Source: an optimization exercise on an open RTL-to-GDS flow (aim: small area). Production flows keep margins and buffers that such runs may drop.
RTL that was checked went through simulation tests only; none was proved equivalent to the original.
Power is estimated from default activity; no workload was simulated.

## cedar
==> flow/design.v (excerpt) <==
module gf256_mul_pipe
#(
  parameter int         LANES = 16,
  parameter logic [8:0] POLY  = kuz_gf_pkg::KUZ_POLY
) (
  input  logic               clk,
  input  logic               rst,
  input  logic               in_valid,
  output logic               in_ready,
  input  logic [8*LANES-1:0] in_a,
  input  logic [8*LANES-1:0] in_b,
  output logic               out_valid,
  input  logic               out_ready,
  output logic [8*LANES-1:0] out_p
);
export LEC_CHECK = 0
export CAP_MARGIN = 20
export CELL_PAD_IN_SITES_DETAIL_PLACEMENT = 0
export CELL_PAD_IN_SITES_GLOBAL_PLACEMENT = 0
export CORE_MARGIN = 2
export CORE_UTILIZATION = 70
export CTS_BUF_LIST = sky130_fd_sc_hd__clkbuf_4
export GPL_TIMING_DRIVEN = 0
export PLACE_DENSITY = 0.8
export SLEW_MARGIN = 20
export SYNTH_HIERARCHICAL = 1
export SYNTH_MINIMUM_KEEP_SIZE = 0
create_clock -name core_clock -period 4.0 [get_ports {clk}]
standard.sh (not shown) runs the stock make flow with config.mk's settings and CLKGATE_MAP_FILE= SYNTH_SCRIPT=/design/flow/synth_recipe.tcl, a recipe that flattens the netlist after the stock synthesis.
==> flow/flow/run.sh <==
#!/bin/bash
# Standard ORFS layout with three changes to how it is built:
#  - the port buffers use the smallest buffer cell (sky130_fd_sc_hd__buf_1)
#    instead of the delay buffer buffer_ports picks by default;
#  - the buffers ABC adds during synthesis are removed at floorplan;
#  - CTS inserts no dummy loads (clock buffers come from CTS_BUF_LIST).
set -euo pipefail
export BUFFER_PORTS_ARGS="-buffer_cell sky130_fd_sc_hd__buf_1"
export REMOVE_ABC_BUFFERS=1
export CTS_ARGS="-sink_clustering_enable -repair_clock_nets -buf_list sky130_fd_sc_hd__clkbuf_4 -sink_clustering_size 10 -sink_clustering_max_diameter 40 -dont_use_dummy_load"
bash standard.sh "BUFFER_PORTS_ARGS=$BUFFER_PORTS_ARGS" "REMOVE_ABC_BUFFERS=$REMOVE_ABC_BUFFERS" "CTS_ARGS=$CTS_ARGS" finish > make_finish.log 2>&1
### cedar -> maple
-- flow/design.v --
<<< cedar, line 11
    gf_xtime = t[7:0];
  endfunction
  function automatic gf_byte_t gf_mul(input gf_byte_t a, input gf_byte_t b,
                                      input logic [8:0] poly);
    logic [14:0] c;
    logic [7:0]  r;
    logic [7:0]  xk;
    c = 15'd0;
    for (int i = 0; i < 8; i++) begin
      for (int j = 0; j < 8; j++) begin
        c[i+j] = c[i+j] ^ (a[i] & b[j]);
      end
    end
    r  = c[7:0];
    xk = gf_xtime(8'h80, poly);    
    for (int k = 8; k < 15; k++) begin
      if (c[k]) begin
        r = r ^ xk;
      end
      xk = gf_xtime(xk, poly);
    end
    gf_mul = r;
  endfunction
endpackage
>>> maple, line 11
    gf_xtime = t[7:0];
  endfunction
  localparam logic [2047:0] KUZ_EXP_TAB =
    {
    256'h01e191a9b5bbbc5e2ff67bdc6e37fa7ddf8e47c261d189a5b3b85c2e17ea75db,
    256'h8c4623f0783c1e0fe673d86c361bec763bfc7e3ffe7fde6fd66bd46a35fb9c4e,
    256'h27f279dd8fa653c8643219ed97aa55cb844221f199adb7ba5dcf8643c0603018,
    256'h0c0603e070381c0e07e271d98da7b259cd87a251c985a3b0582c160be47239fd,
    256'h9fae57ca65d388442211e995abb45a2df79a4dc78241c181a1b1b9bdbfbe5fce,
    256'h67d269d58ba45229f59bac562bf47a3dff9e4fc663d068341a0de79249c583a0,
    256'h5028140a05e39048241209e593a8542a15eb944a25f3984c2613e8743a1def96,
    256'h4bc46231f99dafb65bcc6633f87c3e1fee77da6dd78a45c38040201008040201
  };
  localparam logic [2047:0] KUZ_LOG_TAB =
    {
    256'h4fcb80cec2f11b136ff657522abeacdc210fb4d12ee2752545d734833a96fe9c,
    256'hefc9bcf4e00d94d50bc75cc57a5eea4aa6608f16b07c8bb86c4c421e08ec69a3,
    256'h636264f9faa865e6a918fb72e7916688197eaa5573b2fc3292bae85a898d6740,
    256'h7f4e1ac1566eab29b320742d3344fd39bbee93df5b0ae9798ea58aaf416b6807,
    256'hcacdf012f551bddb0ed0e124d682959bc8f30cd4c6c45d495f157bb74b1deba2,
    256'h61f8a7e5177190877d54b131b9598c3f4dc06d281f2c4338edde0978a4ae6a06,
    256'hcc1150dacf23819af2d3c34814b61ca1f7e470865330583ebf272b37dd77ad05,
    256'h10d92299d247b5a0e3852f3d26367604d898469f843c3503979e3b029d010000
  };
  function automatic gf_byte_t gf_mul_ref(input gf_byte_t a, input gf_byte_t b,
                                          input logic [8:0] poly);
    gf_byte_t acc;
    gf_byte_t aa;
    acc = 8'h00;
    aa  = a;
    for (int i = 0; i < 8; i++) begin
      if (b[i]) begin
        acc = acc ^ aa;
      end
      aa = gf_xtime(aa, poly);
    end
    gf_mul_ref = acc;
  endfunction
endpackage
==> run notes <==
- Taking cedar as the reference, in maple switching power summed over all nets stayed essentially flat; proportion of synthesized flip-flops having asynchronous set or reset stayed essentially flat.
- maple ran to completion and came out clean on the timing, design-rule and antenna checks.
- Cell area after synthesis: cedar vs maple identical
- Compared with cedar, in maple worst hold slack neither gained nor lost much, total chip power neither gained nor lost much.
No functional check of the RTL was part of cedar.

-- what the ideal ports hide --
Ports are ideal in the flow. The routed layouts listed here were re-timed in OpenROAD. Step 1, drivers: a clkbuf_16 drives clk and a buf_2 each remaining input, both assumed. Step 2, shift: input delay + t, output delay - t, t = (earliest + latest rising clock arrival at the registers) / 2. This alone moves slack from input paths to output paths. Slacks: ideal / step 1 / step 2; pairs: ideal / step 1.
run	t (ns)	slack for setup (ns)	worst setup path at the end	worst slew at a driven data input, ns	pins driven straight from the clock port
cedar	0.705	0.967 / 0.985 / 0.280	input to register	0.09	1
maple	0.705	0.967 / 0.985 / 0.280	input to register	0.09	1
After both steps every run listed still meets setup and hold.
